This design comes from an exercise in tuning for small area and a short achievable clock period on the open sky130 flow, not from production work.
Where RTL was checked, it was by simulation tests only, not by an equivalence proof against the original.
Function not checked in runs 1, 2 and 4: the RTL went through the layout flow alone.
Power figures rest on the tool's default switching activity, not on a simulated workload.

==> flow/design.v <==
module mem_resp #(
  parameter int ADR_WIDTH   = 10,
  parameter int DAT_WIDTH   = 8,
  parameter int MEM_DEPTH   = 256,
  parameter int WAIT_STATES = 2
) (
  input  logic                 clk_i,
  input  logic                 rst_ni,
  input  logic                 req_i,
  input  logic                 we_i,
  input  logic [ADR_WIDTH-1:0] adr_i,
  input  logic [DAT_WIDTH-1:0] dat_i,
  output logic                 busy_o,
  output logic                 ack_o,
  output logic                 err_o,
  output logic [DAT_WIDTH-1:0] dat_o
);
  localparam int IDX_W = (MEM_DEPTH > 1) ? $clog2(MEM_DEPTH) : 1;
  localparam logic [63:0] DEPTH64 = MEM_DEPTH;
  function automatic logic out_of_range(input logic [ADR_WIDTH-1:0] a);
    out_of_range = ({{(64-ADR_WIDTH){1'b0}}, a} >= DEPTH64);
  endfunction
  if (ADR_WIDTH == 10 && DAT_WIDTH == 8 && MEM_DEPTH == 256 && WAIT_STATES == 2) begin : g_ring
    localparam int N  = 256;
    localparam int W  = 8;
    logic idle, s1, s2, s3;
    logic ld_w, ld_r;           
    logic         we_q, oor_q;
    always_ff @(posedge clk_i or negedge rst_ni) begin
      if (!rst_ni) begin
        idle   <= 1'b1;
        busy_o <= 1'b0;
        ack_o  <= 1'b0;
        err_o  <= 1'b0;
        s1     <= 1'b0;
        s2     <= 1'b0;
        s3     <= 1'b0;
        ld_w   <= 1'b0;
        ld_r   <= 1'b0;
      end else begin
        idle   <= (idle && !req_i) || ack_o;
        s1     <= idle && req_i;
        s2     <= s1;
        s3     <= s2;
        ld_w   <= s2 && we_q && !oor_q;
        ld_r   <= s2 && !we_q;
        ack_o  <= s3;
        err_o  <= s3 && oor_q;
        busy_o <= (idle && req_i) || s1 || s2 || s3;
      end
    end
    logic [7:0]   c;            
    logic [W-1:0] dat_q;
    logic [7:0]   rn, rn_nx;
    logic [31:0]  sa;           
    assign rn_nx = idle ? adr_i[7:0] + c : rn + 8'd1;
    always_ff @(posedge clk_i) begin
      c  <= c + 8'd1;
      rn <= rn_nx;
      for (int i = 0; i < 32; i++) sa[i] <= (rn_nx[5:1] == 5'(i));
      if (idle) begin
        we_q  <= we_i;
        oor_q <= out_of_range(adr_i);
        dat_q <= dat_i;
      end
    end
    logic [W-1:0] wdn;          
    logic [7:0]   wq, wq_nx;
    logic [7:0]   plo, pmi;
    logic [3:0]   phi;
    assign wq_nx = ld_w ? rn + 8'd1 : wq + 8'd1;
    always_ff @(posedge clk_i) begin
      if (ld_w) wdn <= ~dat_q;
      wq <= wq_nx;
      for (int i = 0; i < 8; i++) plo[i] <= (wq_nx[2:0] == 3'(i));
      for (int i = 0; i < 8; i++) pmi[i] <= (wq_nx[5:3] == 3'(i));
      for (int i = 0; i < 4; i++) phi[i] <= (wq_nx[7:6] == 2'(i));
    end
    logic [N*W-1:0] ring;
    for (genvar p = 0; p < N; p++) begin : g_pos
      localparam int PREV = (p + N - 1) % N;
      if ((p % 5 == 0 && p <= 250) || p == 253) begin : g_port
        wire seln = !(plo[p%8] && pmi[(p/8)%8] && phi[p/64]);
        always_ff @(posedge clk_i)
          ring[p*W +: W] <= ~((wdn | {W{seln}}) & ~(ring[PREV*W +: W] & {W{seln}}));
      end else begin : g_shift
        always_ff @(posedge clk_i)
          ring[p*W +: W] <= ring[PREV*W +: W];
      end
    end
    logic [W-1:0] tap [N/2];
    for (genvar j = 0; j < N/2; j++) begin : g_tap
      assign tap[j] = ring[((2*j + N - 1) % N)*W +: W];
    end
    logic [W-1:0] tsel [4];
    always_comb begin
      for (int g = 0; g < 4; g++) begin
        tsel[g] = '0;
        for (int i = 0; i < 32; i++)
          tsel[g] = tsel[g] | ({W{sa[i]}} & tap[g*32 + i]);
      end
    end
    logic [W-1:0] grp [4];
    logic [1:0]   gq;
    logic         hq;
    logic [W-1:0] rdbuf;
    logic [W-1:0] rdx;
    logic         byp;
    always_ff @(posedge clk_i) begin
      for (int g = 0; g < 4; g++) grp[g] <= tsel[g];
      gq    <= rn[7:6];
      hq    <= !rn[0];
      rdbuf <= rdx;
      byp   <= (rn == wq);
    end
    assign rdx = hq ? grp[gq] : rdbuf;
    logic [W-1:0] dat_nx, dat_hn;
    assign dat_nx = oor_q ? '0 : (byp ? ~wdn : rdx);
    always_ff @(posedge clk_i or negedge rst_ni) begin
      if (!rst_ni) begin
        dat_o  <= '0;
        dat_hn <= '1;
      end else begin
        dat_o <= ld_r ? dat_nx : ~dat_hn;
        if (ld_r) dat_hn <= ~dat_nx;
      end
    end
  end else begin : g_plain
    localparam logic [3:0] WS_INIT = WAIT_STATES;
    typedef enum logic [1:0] {
      S_IDLE = 2'd0,
      S_WAIT = 2'd1,
      S_ACK  = 2'd2
    } state_t;
    state_t               state;
    logic [3:0]           cnt;
    logic                 we_q;
    logic                 oor_q;
    logic [IDX_W-1:0]     idx_q;
    logic [DAT_WIDTH-1:0] dat_q;
    logic                 access;
    logic [DAT_WIDTH-1:0] mem [MEM_DEPTH];
    assign access = (state == S_WAIT) && (cnt == 4'd0);
    always_ff @(posedge clk_i or negedge rst_ni) begin
      if (!rst_ni) begin
        state  <= S_IDLE;
        cnt    <= 4'd0;
        we_q   <= 1'b0;
        oor_q  <= 1'b0;
        idx_q  <= '0;
        dat_q  <= '0;
        busy_o <= 1'b0;
        ack_o  <= 1'b0;
        err_o  <= 1'b0;
        dat_o  <= '0;
      end else begin
        case (state)
          S_IDLE: begin
            if (req_i) begin
              we_q   <= we_i;
              oor_q  <= out_of_range(adr_i);
              idx_q  <= adr_i[IDX_W-1:0];
              dat_q  <= dat_i;
              cnt    <= WS_INIT;
              busy_o <= 1'b1;
              state  <= S_WAIT;
            end
          end
          S_WAIT: begin
            if (cnt != 4'd0) begin
              cnt <= cnt - 4'd1;
            end else begin
              if (!we_q) dat_o <= oor_q ? '0 : mem[idx_q];
              ack_o <= 1'b1;
              err_o <= oor_q;
              state <= S_ACK;
            end
          end
          default: begin
            ack_o  <= 1'b0;
            err_o  <= 1'b0;
            busy_o <= 1'b0;
            state  <= S_IDLE;
          end
        endcase
      end
    end
    always_ff @(posedge clk_i) begin
      if (access && we_q && !oor_q) mem[idx_q] <= dat_q;
    end
  end
endmodule
==> flow/flow/run.sh <==
#!/bin/bash
# Own layout flow: the standard synthesis unchanged, then the standard
# ORFS layout with two resizer settings changed:
#  - ports are buffered with a plain buf_4 (instead of the delay cell
#    buffer_ports picks by default), so inputs and outputs are not slowed down;
#  - repair_timing may resize a cell to any footprint (MATCH_CELL_FOOTPRINT=0).
# Each step's full output goes to its own log file in this folder; ORFS's own
# per-stage logs are under orfs/logs/.
set -euo pipefail
bash standard.sh synth > synth.log 2>&1
bash standard.sh MATCH_CELL_FOOTPRINT=0 "BUFFER_PORTS_ARGS=-buffer_cell sky130_fd_sc_hd__buf_4" finish > layout.log 2>&1
==> flow/standard.sh <==
#!/bin/bash
# synth_recipe.tcl (not shown) runs the flow's synth.tcl, then flattens the netlist and writes it again
# the make line also repeats each setting of config.mk as NAME=value (left out here)
make -C /OpenROAD-flow-scripts/flow DESIGN_CONFIG=/design/flow/config.mk WORK_HOME=/design/flow/orfs CLKGATE_MAP_FILE= SYNTH_SCRIPT=/design/flow/synth_recipe.tcl "${@:-finish}"
==> flow/config.mk <==
export PLATFORM = sky130hd
export DESIGN_NAME = mem_resp
export DESIGN_NICKNAME = mem_resp
export VERILOG_FILES = /design/flow/design.v
export SDC_FILE = /design/flow/constraint.sdc
export NUM_CORES = 4
export LEC_CHECK = 0
export ABC_CLOCK_PERIOD_IN_PS = 2000
export CAP_MARGIN = 20
export CORE_MARGIN = 2
export CORE_UTILIZATION = 70
export CTS_BUF_LIST = sky130_fd_sc_hd__clkbuf_8 sky130_fd_sc_hd__clkbuf_16
export CTS_CLUSTER_DIAMETER = 120
export CTS_CLUSTER_SIZE = 30
export SETUP_SLACK_MARGIN = 2.4
export SLEW_MARGIN = 20
==> flow/constraint.sdc <==
create_clock -name core_clock -period 4.5 [get_ports {clk_i}]
set_input_delay 0.9000 -clock core_clock [delete_from_list [all_inputs] [get_ports {clk_i}]]
set_output_delay 0.9000 -clock core_clock [all_outputs]
set_load 0.01 [all_outputs]
==> results.py, run 1 <==
metrics = {
    "finish": {
        "area_growth_pct": 6.55,
        "fill_cells": 5113,
        "multi_input_area_sq_um": 10900,
        "top_regs": "g_ring.ring x2048, g_ring.grp x32, g_ring.sa x32",
        "regArea_sq_um": 44700,
        "largest-register": "g_ring.ring",
        "layout_common_cells": "2132 x dfxtp_1, 512 x a22oi_1, 432 x nand2_1, 420 x o21ai_0, 133 x nand4_1",
        "layout_commonest_cell": "dfxtp_1",
        "drive_gt1_share_pct": 6.72,
        "largest_reg_flops": 2048,
        "nNetsFinal": 4221,
    },
    "sta": {
        "holdWs_ns": 0.101,
        "worst_slew_pin_slew_ns": 1.14,
        "rsz0062_at_grt": "true",
        "final_max_slew_viol_count": 0,
        "finClkSkew_ns": 0.0215,
        "fin_crit_sh_pct": 47.5,
        "fin_setup_tns_ns": 0,
        "clock.fmax_mhz": 467,
        "hold_violations": 0,
        "slew_headroom_pct": 24.3,
        "min_period_ns": 2.14,
        "setup_viol": 0,
    },
    "setup_path": {
        "crit_arrival_ns": 2.69,
        "r2r-start": "g_ring.phi[3]",
        "path_class": "reg2reg",
        "cpLargestDelayFamily": "simple AND/OR/NAND/NOR gates",
        "reg2regPathDepth": 2,
        "worst-path-buf-inv": 0,
        "critical_path.cell_chain": "nand3_1 -> o21ai_0",
        "slowest_delay_ns": 0.83,
        "cp-start-kind": "register",
        "rr_endpoint": "g_ring.ring[1801]",
        "setup.worst_path.start": "g_ring.phi[3]",
        "path_max_fanout": 16,
        "crit_path_end_kind": "register",
        "regToRegSetupSlack_ns": 2.36,
        "worst-endpoint-required_ns": 5.05,
        "crit_slowest_cell": "nand3_1",
    },
    "grt": {
        "antenna_found_initial": 7,
        "first_global_vias": 31572,
        "grt-ovfl-total": 0,
        "grt_pass1_wl_um": 219000,
        "grtUsageTotal_pct": 37.4,
        "grt_max_degree": 54,
    },
    "place": {
        "dpl.hpwl_um": 86500,
        "gp_congestion": 0.850,
        "io_buffers": 32,
    },
    "pwr": {
        "peakVddDrop_uv": 479,
        "power.density_nw_per_um2": 609,
        "leakage_uw": 0.0224,
    },
    "die": {
        "dieArea_sq_um": 82300,
        "die_w_um": 287,
        "ios": 33,
        "die_h_um": 287,
        "rows": 103,
        "coreArea_sq_um": 79100,
        "start_util_pct": 70.8,
    },
    "cts": {
        "root_buffer": "clkbuf_16",
        "htree_levels": 3,
        "cts.sinks": 2211,
        "cts_tree": "built",
        "clk_latency_ns": 0.68,
        "cts.clk_slew.worst_paths_ns": 0.12,
        "clk_path_buf_depth": 3,
        "cts_buffers": 83,
    },
    "outcome": {
        "status": "timing/DRC/antenna clean",
    },
    "synth": {
        "synth_area_per_cell_sq_um": 13.2,
        "yosysWarnings": 4,
        "ys_seq_area_share_pct": 79.5,
        "synth_edf_count": 18,
        "yosys_register_bits": 2211,
        "synth_area_sq_um": 56000,
        "ys.flop_type": "dfxtp_1",
        "synth_cell_types": 53,
        "async_reset_ff_share_pct": 1.13,
        "synth_cells": 4244,
        "synthesis.nets": 4277,
    },
    "routing": {
        "num_vias": 32959,
        "postRouteWirelength_um": 155000,
        "drt_iter0_markers": 3668,
        "drc": 0,
        "drtPass1Iterations": 6,
        "ant_nets": 0,
        "wl_per_cell_um": 29.6,
        "vias_per_cell": 6.28,
    },
    "flow_run": {
        "maxCapViolCount": 0,
    },
    "hold_path": {
        "hp-class": "in2async",
    },
}
## power by group
| group | internal [uW] | switching [uW] | total, uW |
|---|---|---|---|
| sequential | 22100 | 2500 | 24600 |
| clock | 3440 | 5520 | 8960 |
| combinational | 846 | 1950 | 2800 |
## layout make-up
cell class	instances	share of cell area, %
multi-input cells	1813	18.3
inverters	15	0.101
diodes	3	0.0126
repair buffers	64	0.914
clock buffers	85	3.56
flip-flops and latches	2211	74.8
clock inverters	10	0.0922
well taps	1050	2.20
## cells by family (layout without fill, tap and decap cells)
family                   Yosys count  count (layout)  share of synthesized area (%)
AO/OA/AOI/OAI                    979             979                           11.2
buffers and inverters            220             174                           1.49
adder cells (fa/ha/maj)           11              11                          0.259
other                              0               3                              0
XOR/XNOR                          32              32                          0.500
AND/OR/NAND/NOR                  765             765                           6.29
flip-flops                      2211            2211                           79.5
multiplexers                      26              26                          0.665
## Yosys cell counts (all sizes together) (12+ instances only)
| cell | number | area [sq um] |
|---|---|---|
| nand2 | 432 | 1620 |
| dfxtp | 2168 | 43400 |
| nand4 | 133 | 832 |
| xnor2 | 20 | 175 |
| or4 | 34 | 255 |
| xor2 | 12 | 105 |
| dfrtp | 16 | 400 |
| nand3 | 63 | 315 |
| edfxtp | 18 | 541 |
| a22oi | 512 | 3840 |
| o21ai | 420 | 2100 |
| nor2 | 57 | 214 |
| clkbuf | 197 | 739 |
| nor3 | 20 | 111 |
| inv | 14 | 52.6 |
## metal layers
layer	global-route usage [%]	wire [um]
met4	14.0	6390
met5	0	13
met2	58.9	70700
met3	5.69	13100
met1	52.8	65200
## stage by stage
step / total power, uW / util (%) / worst slack [ns] / area [sq um] / instances
after CTS: 36100 / 75.2 / 2.35 / 59500 / 5248
final: 36400 / 75.5 / 2.36 / 59700 / 5251
after global placement: 27300 / 72.3 / 1.71 / 57200 / 5146
after floorplan: 25000 / - / 2.02 / 56100 / 4244
after detailed placement: 27400 / 72.3 / 1.68 / 57200 / 5146
after global routing: 37200 / 75.5 / 2.27 / 59700 / 5248
## worst max-delay path by stage
stage,end,depth (start not counted)
6_report,g_ring.ring[1801],2
5_1_grt,g_ring.sa[31],7
4_1_cts,g_ring.sa[0],7
3_5_place_dp,g_ring.sa[8],8
3_3_place_gp,g_ring.sa[8],8
2_1_floorplan,g_ring.sa[10],7
## worst register-to-register path, stage by stage (launching register included)
cell,delay [ns]
dfxtp_1,0.66
nand3_1,0.83
o21ai_0,0.53
## timing repair
action / in CTS / in global routing
hold buffers: 0 / 0
buffers inserted: 7 / 0
setup endpoints to repair: 47 / 108
cloned: 0 / 0
pin swaps: 8 / 2
gates resized for setup: 18 / 43
==> run 2, diff against run 1 <==
--- a/flow/design.v
+++ b/flow/design.v
@@ -68,4 +68,3 @@
     logic [7:0]   wq, wq_nx;
-    logic [7:0]   plo, pmi;
-    logic [3:0]   phi;
+    logic [15:0]  plo, phi;
     assign wq_nx = ld_w ? rn + 8'd1 : wq + 8'd1;
@@ -74,5 +73,6 @@
       wq <= wq_nx;
-      for (int i = 0; i < 8; i++) plo[i] <= (wq_nx[2:0] == 3'(i));
-      for (int i = 0; i < 8; i++) pmi[i] <= (wq_nx[5:3] == 3'(i));
-      for (int i = 0; i < 4; i++) phi[i] <= (wq_nx[7:6] == 2'(i));
+      for (int i = 0; i < 16; i++) begin
+        plo[i] <= (wq_nx[3:0] == 4'(i));
+        phi[i] <= (wq_nx[7:4] == 4'(i));
+      end
     end
@@ -82,3 +82,3 @@
       if ((p % 5 == 0 && p <= 250) || p == 253) begin : g_port
-        wire seln = !(plo[p%8] && pmi[(p/8)%8] && phi[p/64]);
+        wire seln = !(plo[p%16] && phi[p/16]);
         always_ff @(posedge clk_i)
==> run 2 against run 1 <==
Against the previous run: highest routed layer unchanged; setup slack lost 0.051 ns; count of clock-buffer cells in the layout grew 2; sequential share of layout area shrank 0.27 points; sequential power shrank about 20%; still clean; global-route usage shrank 0.36 points; critical path type unchanged; power shrank 21%; clock power grew 1%; via count grew 0.30%; routed wire length shrank 0.65%; core utilization shrank 0.38 points; clock skew grew 0.0090 ns.
==> results.py, run 2 <==
metrics = {
    "synth": {
        "yosys_register_bits": 2223,
        "yosysWarnings": 4,
        "synth_area_sq_um": 56500,
        "synth_edf_count": 18,
        "synth_area_per_cell_sq_um": 13.2,
        "synth.most_common_cell": "dfxtp_1",
        "synthesis.nets": 4326,
        "synthTopCellsByCount": "2180 x dfxtp_1, 512 x a22oi_1, 483 x nand2_1",
        "synth_cell_types": 61,
        "yosys-top-cells-area": "dfxtp_1 77%, a22oi_1 6.8%, o21ai_0 3.7%",
        "yosysTopAreaCell": "dfxtp_1",
        "ys_seq_area_share_pct": 79.3,
        "async_reset_ff_share_pct": 1.12,
        "yosysTopAreaCellShare_pct": 77.2,
        "synth_cells": 4293,
        "ys.flop_type": "dfxtp_1",
    },
    "finish": {
        "largest-register": "g_ring.ring",
        "area_growth_pct": 6.67,
        "largest_reg_flops": 2048,
        "layout_commonest_cell": "dfxtp_1",
        "nNetsFinal": 4276,
        "layout_common_cells": "2145 x dfxtp_1, 512 x a22oi_1, 483 x nand2_1, 419 x o21ai_0, 131 x nand4_1",
        "top_regs": "g_ring.ring x2048, g_ring.grp x32, g_ring.sa x32",
        "drive_gt1_share_pct": 6.32,
    },
    "routing": {
        "drc": 0,
        "ant_nets": 0,
        "vias_per_cell": 6.22,
        "num_vias": 33057,
        "drtPass1Iterations": 6,
        "postRouteWirelength_um": 154000,
        "wl_per_cell_um": 29.0,
        "drt_iter0_markers": 3833,
    },
    "setup_path": {
        "slowest_delay_ns": 0.39,
        "crit_path_end_kind": "register",
        "cp-start-kind": "register",
        "worst-endpoint-required_ns": 5.09,
        "worst-path-buf-inv": 0,
        "path_class": "reg2reg",
        "cpLargestDelayFamily": "compound AO/OA/AOI/OAI gates",
        "crit_slowest_cell": "fa_2",
        "regToRegSetupSlack_ns": 2.31,
        "crit_arrival_ns": 2.78,
        "path_max_fanout": 8,
        "critical_path.cell_chain": "ha_4 -> fa_2 -> a211oi_4 -> o21ai_2 -> nor2_4 -> o21ai_4 -> o32ai_2",
    },
    "die": {
        "ios": 33,
        "die_h_um": 288,
        "start_util_pct": 70.4,
        "rows": 104,
        "coreArea_sq_um": 80300,
        "die_w_um": 288,
        "dieArea_sq_um": 83000,
    },
    "cts": {
        "cts_buffers": 84,
        "cts.sinks": 2223,
        "cts.clk_slew.worst_paths_ns": 0.11,
        "root_buffer": "clkbuf_16",
        "clk_path_buf_depth": 3,
        "clk_latency_ns": 0.68,
        "cts_tree": "built",
        "htree_levels": 3,
    },
    "sta": {
        "fin_setup_tns_ns": 0,
        "fin_crit_sh_pct": 48.7,
        "worst_slew_pin_slew_ns": 1.08,
        "layout_setup_ws_ns": 2.31,
        "clock.fmax_mhz": 457,
        "rsz0062_at_grt": "true",
        "setup_viol": 0,
        "holdWs_ns": 0.124,
        "hold_violations": 0,
        "min_period_ns": 2.19,
        "finClkSkew_ns": 0.0306,
        "final_max_slew_viol_count": 0,
        "slew_headroom_pct": 27.8,
    },
    "grt": {
        "grt_pass1_wl_um": 217000,
        "grtUsageTotal_pct": 37.0,
        "first_global_vias": 31123,
        "grt_busiest_layer": "met1",
        "met3_usage_pct": 6.70,
        "use_met2_pct": 54.8,
        "antenna_found_initial": 9,
        "grt_max_degree": 54,
        "grt_use_met1_pct": 55.5,
        "grt-ovfl-total": 0,
    },
    "pwr": {
        "p_int_uw": 23200,
        "leakage_uw": 0.0224,
        "pwr-share-seq_pct": 68.4,
        "sw_frac_of_total_pct": 19.4,
        "clkPwrFrac_pct": 31.5,
        "pwr-share-comb_pct": 0.2,
        "peakVddDrop_uv": 379,
        "power.density_nw_per_um2": 477,
        "switchingPower_uw": 5570,
    },
    "flow_run": {
        "maxCapViolCount": 0,
    },
    "place": {
        "io_buffers": 32,
        "dpl.hpwl_um": 85200,
        "gp_congestion": 0.846,
        "place_ws_ns": 1.53,
    },
    "hold_path": {
        "hp-class": "in2async",
    },
    "outcome": {
        "status": "timing/DRC/antenna clean",
    },
}
==> run 2: changes by cell type after synthesis, sizes merged, moves of 9 or more <==
cell,before,now
nor2,57,45
nand2,432,483
dfxtp,2168,2180
nand3,63,12
nor3,20,36
o22ai,0,9
==> run 2: worst paths after layout <==
kind                                         end        startpoint  cells past startpoint
worst max-delay path               g_ring.sa[29]       g_ring.c[0]                      7
worst min-delay path                   g_ring.s2            rst_ni                      1
worst max register to register     g_ring.sa[29]       g_ring.c[0]                      7
worst min register to register  g_ring.ring[910]  g_ring.ring[902]                      0
max in group asynchronous       g_ring.dat_hn[7]            rst_ni                      1
min in group core_clock         g_ring.ring[910]  g_ring.ring[902]                      0
==> run 2: per-layer routing <==
| layer | share of wire, % | wire length [um] |
|---|---|---|
| met5 | 0.027 | 41 |
| met4 | 3.9 | 6020 |
| met3 | 10 | 15800 |
| met2 | 43 | 66000 |
| met1 | 43 | 66500 |
==> run 2: worst register-to-register path, stage by stage (launching register included) <==
cell	delay (ns)
dfxtp_4	0.38
ha_4	0.16
fa_2	0.39
a211oi_4	0.36
o21ai_2	0.12
nor2_4	0.24
o21ai_4	0.15
o32ai_2	0.29
==> run 2: stage by stage <==
step                      total power (uW)  area, sq um  utilization (%)  std cells
after floorplan                      20200        56500                -       4293
after global placement               20200        57600             71.7       5201
after detailed placement             20200        57600             71.7       5201
after CTS                            28800        60000             74.7       5300
after global routing                 29500        60300             75.1       5313
final                                28800        60300             75.1       5316
==> run 2: cell families after synthesis <==
| family | after synthesis | share of synthesized area (%) |
|---|---|---|
| AOI/OAI and AO/OA | 1006 | 11.5 |
| xor gates and xnor gates | 34 | 0.554 |
| adders and majority gates | 11 | 0.257 |
| buffers and inverters | 223 | 1.54 |
| DFF | 2223 | 79.3 |
| muxes | 25 | 0.644 |
| and+or+nand+nor | 771 | 6.18 |
==> run 2: final cells by class <==
cell class              count  area [sq um]
diodes                      3          7.51
clock buffers              87          2180
clock inverters             9          65.1
fillers                  5229         20000
inverters                  17          67.6
multi-input cells        1848         11100
flip-flops and latches   2223         44900
well taps                1060          1330
repair buffers             69           587
==> run 2: power groups by stage <==
stage | logic (uW) | registers [uW] | clock network [uW]
after global placement | 37.1 | 20100 | 0
after floorplan | 14.9 | 20100 | 0
after detailed placement | 38.0 | 20100 | 0
after CTS | 41.5 | 19700 | 9090
after global routing | 49.1 | 19700 | 9760
final | 44.9 | 19700 | 9060
==> run 2: timing repair <==
item / in CTS / in global routing
buffers inserted: 3 / 11
pin swaps: 4 / 10
endpoints found under the setup margin: 62 / 85
gates cloned: 0 / 1
resized for setup: 35 / 33
hold buffers: 0 / 0
==> run 3, diff against run 2 <==
--- a/flow/design.v
+++ b/flow/design.v
@@ -55,3 +55,17 @@
     logic [31:0]  sa;           
-    assign rn_nx = idle ? adr_i[7:0] + c : rn + 8'd1;
+    logic [7:0] rn_inc;
+    assign rn_inc = rn + 8'd1;
+    assign rn_nx = idle ? adr_i[7:0] + c : rn_inc;
+    logic [3:0]  lo_s;
+    logic [2:0]  hi_s0, hi_s1;
+    logic [31:0] sa_nx;
+    assign lo_s  = {1'b0, adr_i[2:0]} + {1'b0, c[2:0]};
+    assign hi_s0 = adr_i[5:3] + c[5:3];
+    assign hi_s1 = adr_i[5:3] + c[5:3] + 3'd1;
+    always_comb begin
+      for (int j = 0; j < 8; j++)
+        for (int i = 0; i < 4; i++)
+          sa_nx[j*4 + i] = idle ? ((lo_s[2:1] == 2'(i)) && ((lo_s[3] ? hi_s1 : hi_s0) == 3'(j)))
+                                : (rn_inc[5:1] == 5'(j*4 + i));
+    end
     always_ff @(posedge clk_i) begin
@@ -59,3 +73,3 @@
       rn <= rn_nx;
-      for (int i = 0; i < 32; i++) sa[i] <= (rn_nx[5:1] == 5'(i));
+      sa <= sa_nx;
       if (idle) begin
==> run 3 against run 2 <==
Against the previous run: final cell count increased by 0.53%; core utilization is essentially flat; synthesized cell count up 0.72%; die area is 0.39% higher; global-route usage is 0.12 points higher.
==> results.py, run 3 <==
metrics = {
    "synth": {
        "yosys-top-cells-area": "dfxtp_1 77%, a22oi_1 6.8%, o21ai_0 3.7%",
        "synthesis.nets": 4359,
        "synth_area_per_cell_sq_um": 13.1,
        "yosys_register_bits": 2223,
        "synth_cell_types": 58,
        "yosysTopAreaCell": "dfxtp_1",
        "synth_edf_count": 18,
        "synth.most_common_cell": "dfxtp_1",
        "yosysWarnings": 4,
        "ys.flop_type": "dfxtp_1",
        "synthTopCellsByCount": "2180 x dfxtp_1, 515 x a22oi_1, 490 x nand2_1",
        "ys_seq_area_share_pct": 79.0,
        "yosysTopAreaCellShare_pct": 76.9,
        "async_reset_ff_share_pct": 1.12,
        "synth_area_sq_um": 56700,
        "synth_cells": 4324,
    },
    "cts": {
        "htree_levels": 3,
        "root_buffer": "clkbuf_16",
        "cts.sinks": 2223,
        "cts_tree": "built",
        "clk_path_buf_depth": 3,
        "clk_latency_ns": 0.69,
        "cts_buffers": 84,
        "cts.clk_slew.worst_paths_ns": 0.12,
    },
    "setup_path": {
        "critical_path.cell_chain": "buf_6",
        "worst-endpoint-required_ns": 3.60,
        "r2r-start": "g_ring.sa[28]",
        "cp-endpoint": "dat_o[2]",
        "worst-path-buf-inv": 1,
        "rr_endpoint": "g_ring.grp[1][4]",
        "critical_path_depth": 1,
        "path_class": "reg2out",
        "regToRegSetupSlack_ns": 2.33,
        "crit_arrival_ns": 1.28,
        "slowest_delay_ns": 0.46,
        "cp-start-kind": "register",
        "crit_path_end_kind": "output pin",
        "setup.worst_path.start": "dat_o[2]",
        "path_max_fanout": 1,
        "reg2regPathDepth": 4,
        "crit_slowest_cell": "dfrtp_1",
        "cpLargestDelayFamily": "flip-flops",
    },
    "routing": {
        "num_vias": 33389,
        "postRouteWirelength_um": 156000,
        "wl_per_cell_um": 29.1,
        "drtPass1Iterations": 8,
        "drt_iter0_markers": 3796,
        "ant_nets": 0,
        "vias_per_cell": 6.25,
        "drc": 0,
    },
    "place": {
        "placed_area_sq_um": 57800,
        "dpl.hpwl_um": 87600,
        "gp_congestion": 0.879,
        "io_buffers": 32,
    },
    "sta": {
        "rsz0062_at_grt": "true",
        "min_period_ns": 2.18,
        "hold_violations": 0,
        "worst_slew_pin_slew_ns": 1.08,
        "final_max_slew_viol_count": 0,
        "fin_crit_sh_pct": 48.5,
        "slew_headroom_pct": 27.8,
        "fin_setup_tns_ns": 0,
        "setup_viol": 0,
        "finClkSkew_ns": 0.0318,
        "clock.fmax_mhz": 458,
    },
    "grt": {
        "use_met2_pct": 55.6,
        "grt_max_degree": 54,
        "grt-ovfl-total": 0,
        "grt_busiest_layer": "met2",
        "grt_pass1_wl_um": 219000,
        "antenna_found_initial": 0,
        "grt_use_met1_pct": 54.2,
        "grtUsageTotal_pct": 37.1,
        "met3_usage_pct": 7.09,
        "first_global_vias": 32124,
    },
    "pwr": {
        "peakVddDrop_uv": 442,
        "switchingPower_uw": 5670,
        "clkPwrFrac_pct": 31.6,
        "leakage_uw": 0.0224,
        "p_int_uw": 23200,
        "pwr-share-seq_pct": 68.1,
        "sw_frac_of_total_pct": 19.6,
        "power.density_nw_per_um2": 478,
        "pwr-share-comb_pct": 0.2,
    },
    "die": {
        "ios": 33,
        "dieArea_sq_um": 83300,
        "rows": 104,
        "die_h_um": 289,
        "coreArea_sq_um": 80400,
        "start_util_pct": 70.6,
        "die_w_um": 289,
    },
    "finish": {
        "largest_reg_flops": 2048,
        "drive_gt1_share_pct": 6.36,
        "design_area_sq_um": 60400,
        "area_growth_pct": 6.44,
        "top_regs": "g_ring.ring x2048, g_ring.grp x32, g_ring.sa x32",
        "fill_cells": 5326,
        "layout_commonest_cell": "dfxtp_1",
        "nNetsFinal": 4301,
        "largest-register": "g_ring.ring",
        "layout_common_cells": "2138 x dfxtp_1, 514 x a22oi_1, 490 x nand2_1, 423 x o21ai_0, 133 x nand4_1",
    },
    "outcome": {
        "status": "timing/DRC/antenna clean",
    },
    "flow_run": {
        "maxCapViolCount": 0,
    },
    "hold_path": {
        "hp-class": "in2async",
    },
}
## run 3: changes by cell type in the layout (fill, tap and decap cells not counted), sizes merged, moves of 4 or more
cell / delta
o32ai: -6
o22ai: +24
nor2b: +7
nor3: -16
xor2: +6
or3: +4
xnor2: -5
nand2: +8
## run 3: metrics by stage
step | power [uW] | util (%) | setup slack [ns] | hold slack (ns) | std cells
finish | 28900 | 75.1 | 2.32 | 0.104 | 5344
global route | 29500 | 75.1 | 2.29 | 0.110 | 5339
CTS | 28800 | 75.0 | 2.30 | 0.0898 | 5334
detailed placement | 20200 | 71.9 | 1.55 | 0.312 | 5233
global placement | 20200 | 71.9 | 1.60 | 0.310 | 5233
floorplan | 20200 | - | 1.89 | 0.310 | 4324
## run 3: kinds of logic (layout without fill, tap and decap cells)
logic type	after synthesis	after routing	share of synthesized area [%]
flip-flops	2223	2223	79.0
AND/OR/NAND/NOR	772	772	6.19
buffers and inverters	226	181	1.58
XOR/XNOR	35	35	0.567
adder cells (fa/ha/maj)	13	13	0.313
other	0	5	0
AO/OA/AOI/OAI	1030	1030	11.7
multiplexers	25	25	0.655
## run 3: cell type report
type	instances	area, sq um	share of cell area, %
timing repair buffer	66	567	0.939
antenna	5	12.5	0.0207
clock buffer	86	2150	3.56
tap	1060	1330	2.20
sequential	2223	44900	74.4
clock inverter	13	108	0.178
multi-input combinational	1875	11200	18.6
inverter	16	66.3	0.110
## run 3: power groups by stage
stage / logic, uW / registers [uW] / clock network [uW]
floorplan: 28.2 / 20100 / 0
detailed placement: 53.8 / 20100 / 0
finish: 65.4 / 19700 / 9130
global placement: 52.3 / 20100 / 0
CTS: 60.8 / 19700 / 9100
global route: 71.0 / 19700 / 9770
## run 3: metal layers
| metal | up-vias | share of wire [%] | wire (um) |
|---|---|---|---|
| li1 | 14845 | - | - |
| met1 | 16549 | 42 | 66000 |
| met2 | 1653 | 43 | 67100 |
| met3 | 342 | 11 | 16500 |
| met4 | 0 | 3.8 | 5940 |
| met5 | - | 0 | 0 |
## run 3: worst min path at each step
| stage | start | endpoint | slack, ns | depth (start not counted) |
|---|---|---|---|---|
| after floorplan | g_ring.ring[1008] | g_ring.ring[1016] | 0.31 | 0 |
| after detailed placement | g_ring.ring[1015] | g_ring.ring[1023] | 0.31 | 0 |
| after CTS | rst_ni | ack_o | 0.09 | 1 |
| final | rst_ni | dat_o[4] | 0.10 | 1 |
| after global placement | g_ring.ring[646] | g_ring.ring[654] | 0.31 | 0 |
| after global routing | rst_ni | ack_o | 0.11 | 1 |
## run 3: timing repair
| item | CTS | global route |
|---|---|---|
| setup endpoints to repair | 78 | 81 |
| pin swaps | 1 | 11 |
| buffers inserted | 2 | 5 |
| resized for setup | 44 | 15 |
| hold buffers | 0 | 0 |
==> run 4, diff against run 3 <==
--- a/flow/design.v
+++ b/flow/design.v
@@ -59,12 +59,10 @@
     logic [3:0]  lo_s;
-    logic [2:0]  hi_s0, hi_s1;
+    logic [4:0]  hi_s0, hi_s1;
     logic [31:0] sa_nx;
     assign lo_s  = {1'b0, adr_i[2:0]} + {1'b0, c[2:0]};
-    assign hi_s0 = adr_i[5:3] + c[5:3];
-    assign hi_s1 = adr_i[5:3] + c[5:3] + 3'd1;
+    assign hi_s0 = adr_i[7:3] + c[7:3];
+    assign hi_s1 = adr_i[7:3] + c[7:3] + 5'd1;
     always_comb begin
-      for (int j = 0; j < 8; j++)
-        for (int i = 0; i < 4; i++)
-          sa_nx[j*4 + i] = idle ? ((lo_s[2:1] == 2'(i)) && ((lo_s[3] ? hi_s1 : hi_s0) == 3'(j)))
-                                : (rn_inc[5:1] == 5'(j*4 + i));
+      for (int i = 0; i < 32; i++)
+        sa_nx[i] = idle ? ((lo_s[3] ? hi_s1 : hi_s0) == 5'(i)) : (rn_inc[7:3] == 5'(i));
     end
@@ -113,3 +111,3 @@
         for (int i = 0; i < 32; i++)
-          tsel[g] = tsel[g] | ({W{sa[i]}} & tap[g*32 + i]);
+          tsel[g] = tsel[g] | ({W{sa[i]}} & tap[i*4 + g]);
       end
@@ -124,3 +122,3 @@
       for (int g = 0; g < 4; g++) grp[g] <= tsel[g];
-      gq    <= rn[7:6];
+      gq    <= rn[2:1];
       hq    <= !rn[0];
==> run 4 against run 3 <==
Against the previous run: non-clock buffer count grew 61; power up 26%; sequential power up 21%; register-to-register slack lost 0.14 ns; count of clock-buffer cells in the layout down 1; routed wire length rose by 7.8%; fmax down 5.4%; synthesized cell count rose by 0.60%.
==> results.py, run 4 <==
metrics = {
    "place": {
        "gp_congestion": 0.951,
        "place_ws_ns": 1.33,
        "dpl.hpwl_um": 106000,
        "io_buffers": 32,
        "place_inst": 5314,
    },
    "setup_path": {
        "regToRegSetupSlack_ns": 2.19,
        "slowest_delay_ns": 0.41,
        "crit_slowest_cell": "fa_2",
        "crit_arrival_ns": 2.93,
        "critical_path.cell_chain": "ha_4 -> fa_2 -> xor2_4 -> and4bb_1 -> xnor3_1 -> mux2_4 -> a21o_4 -> nor2_2",
        "worst-endpoint-required_ns": 5.12,
        "cp-start-kind": "register",
        "crit_path_end_kind": "register",
        "path_max_fanout": 6,
        "path_class": "reg2reg",
    },
    "finish": {
        "drive_gt1_share_pct": 8.25,
        "top_regs": "g_ring.ring x2048, g_ring.grp x32, g_ring.sa x32",
        "largest_reg_flops": 2048,
        "layout_commonest_cell": "dfxtp_1",
        "nNetsFinal": 4391,
        "layout_common_cells": "2137 x dfxtp_1, 511 x a22oi_1, 482 x nand2_1, 424 x o21ai_0, 132 x nand4_1",
        "area_growth_pct": 7.41,
        "largest-register": "g_ring.ring",
        "instances_no_fill": 5438,
    },
    "cts": {
        "clk_latency_ns": 0.68,
        "cts_buffers": 84,
        "clk_path_buf_depth": 3,
        "root_buffer": "clkbuf_16",
        "cts.hold.buffers_added": 0,
        "cts.clk_slew.worst_paths_ns": 0.11,
        "cts_tree": "built",
        "htree_levels": 3,
        "cts.sinks": 2223,
    },
    "pwr": {
        "power.density_nw_per_um2": 597,
        "leakage_uw": 0.0231,
        "peakVddDrop_uv": 444,
        "total_power_uw": 36400,
    },
    "synth": {
        "ys.flop_type": "dfxtp_1",
        "synthTopCellsByCount": "2180 x dfxtp_1, 514 x a22oi_1, 492 x nand2_1",
        "async_reset_ff_share_pct": 1.12,
        "yosys-top-cells-area": "dfxtp_1 77%, a22oi_1 6.8%, o21ai_0 3.8%",
        "yosysWarnings": 4,
        "synth_cells": 4350,
        "yosys_register_bits": 2223,
        "synth.most_common_cell": "dfxtp_1",
        "synth_cell_types": 60,
        "yosysTopAreaCellShare_pct": 76.9,
        "synth_edf_count": 18,
        "yosysTopAreaCell": "dfxtp_1",
        "synth_area_per_cell_sq_um": 13.0,
        "ys_seq_area_share_pct": 79.0,
        "synth_area_sq_um": 56700,
        "synthesis.nets": 4385,
    },
    "sta": {
        "final_max_slew_viol_count": 0,
        "setup_viol": 0,
        "fin_setup_tns_ns": 0,
        "holdWs_ns": 0.141,
        "slew_headroom_pct": 16.8,
        "hold_violations": 0,
        "rsz0062_at_grt": "true",
        "min_period_ns": 2.31,
        "clock.fmax_mhz": 433,
        "layout_setup_ws_ns": 2.19,
        "finClkSkew_ns": 0.0325,
        "worst_slew_pin_slew_ns": 1.24,
        "fin_crit_sh_pct": 51.3,
    },
    "die": {
        "rows": 104,
        "start_util_pct": 70.5,
        "ios": 33,
        "die_w_um": 289,
        "dieArea_sq_um": 83300,
        "coreArea_sq_um": 80400,
        "die_h_um": 289,
    },
    "grt": {
        "first_global_vias": 32395,
        "grt-ovfl-total": 0,
        "grt_max_degree": 54,
        "grt_pass1_wl_um": 232000,
        "antenna_found_initial": 5,
        "grtUsageTotal_pct": 40.1,
    },
    "routing": {
        "drtPass1Iterations": 6,
        "postRouteWirelength_um": 168000,
        "num_vias": 34094,
        "drc": 0,
        "ant_nets": 0,
        "drt_iter0_markers": 4247,
        "wl_per_cell_um": 30.8,
        "vias_per_cell": 6.27,
    },
    "flow_run": {
        "maxCapViolCount": 0,
    },
    "outcome": {
        "status": "timing/DRC/antenna clean",
    },
    "hold_path": {
        "hp-class": "in2async",
    },
}
[run 4: changes by cell type after synthesis, sizes merged, moves of 7 or more]
cell,previous run,this run
a21o,11,2
inv,15,27
nand3,13,23
nor2,47,95
nor3,20,5
o21ai,424,431
o22ai,33,0
[run 4: cells by family (layout without fill, tap and decap cells)]
kind of cell	Yosys count	in the layout	share of synthesized area, %
AOI/OAI and AO/OA	997	997	11.3
xor gates and xnor gates	38	38	0.638
adders and majority gates	13	13	0.313
buffers and inverters	234	258	1.57
DFF	2223	2223	79.0
muxes	27	27	0.684
other	0	4	0
and+or+nand+nor	818	818	6.53
[run 4: metal layers]
metal / up-vias / global-route usage, % / wire [um]
met4: 4 / 19.8 / 10100
met3: 462 / 8.87 / 19200
met2: 1983 / 59.3 / 71200
met1: 16687 / 56.4 / 67100
met5: - / 0 / 27
li1: 14958 / - / -
[run 4: final timing paths]
| check | startpoint | endpoint | cells after the start |
|---|---|---|---|
| hold / removal | rst_ni | ack_o | 1 |
| max in group asynchronous | rst_ni | g_ring.dat_hn[1] | 1 |
| hold reg to reg | g_ring.ring[903] | g_ring.ring[911] | 0 |
| min in group core_clock | g_ring.ring[903] | g_ring.ring[911] | 0 |
| setup / recovery | g_ring.c[3] | g_ring.sa[10] | 8 |
| setup reg to reg | g_ring.c[3] | g_ring.sa[10] | 8 |
[run 4: timing repair]
item	in CTS	in global routing
pin swaps	12	2
setup buffers	14	2
resized for setup	57	22
endpoints found under the hold margin	0	0
endpoints found under the setup margin	81	76
[run 4: metrics by stage]
step,utilization (%),cell area [sq um]
floorplan,-,56800
global placement,72.4,58200
detailed placement,72.4,58200
CTS,75.6,60800
global route,75.7,60900
finish,75.8,60900
[run 4: critical path, delay by kind of cell (launching register included)]
family,cells,cell delay (ns)
compound gates,1,0.24
xor+xnor,2,0.44
fa+ha+maj,2,0.57
flops,1,0.37
mux,1,0.32
simple gates,2,0.31
[run 4: power breakdown]
group	leakage, uW	internal [uW]	switching (uW)
registers	0.0181	22400	1550
clock network	0.00116	3480	5650
logic	0.00380	952	2380
[run 4: area by class of cell]
class / count / area, sq um
Multi-Input combinational cell: 1893 / 11300
Clock inverter: 19 / 134
Tap cell: 1060 / 1330
Clock buffer: 85 / 2130
Timing Repair Buffer: 127 / 1030
Inverter: 27 / 105
Sequential cell: 2223 / 44900
Fill cell: 5276 / 19500
Antenna cell: 4 / 10.0

==> static timing again, ports no longer ideal <==
In the flow no input, the clock included, has a driving cell. The finished layouts below were timed again as built, in two steps.
Step 1 assumes that a clkbuf_16 drives the clock port and a buf_2 every other input.
Step 2, shift: input delay + t, output delay - t, t = (earliest + latest rising clock arrival at the registers) / 2. This alone moves slack from input paths to output paths.
a / b / c = no drivers / after step 1 / after step 2; a / b = the first two.
| run | shift t [ns] | setup slack, ns | hold WS [ns] |
|---|---|---|---|
| run 1 | 0.742 | 2.361 / 2.310 / 1.683 | 0.101 / 0.053 / 0.326 |
| run 2 | 0.736 | 2.310 / 2.242 / 1.671 | 0.124 / 0.078 / 0.308 |
| run 3 | 0.744 | 2.318 / 2.249 / 1.750 | 0.104 / 0.061 / 0.300 |
| run 4 | 0.744 | 2.193 / 2.167 / 1.535 | 0.141 / 0.104 / 0.322 |
After both steps every run listed still meets setup and hold. For run 1, which loses most, drivers alone change the setup slack by -0.051 ns; drivers and shift together by -0.678 ns.
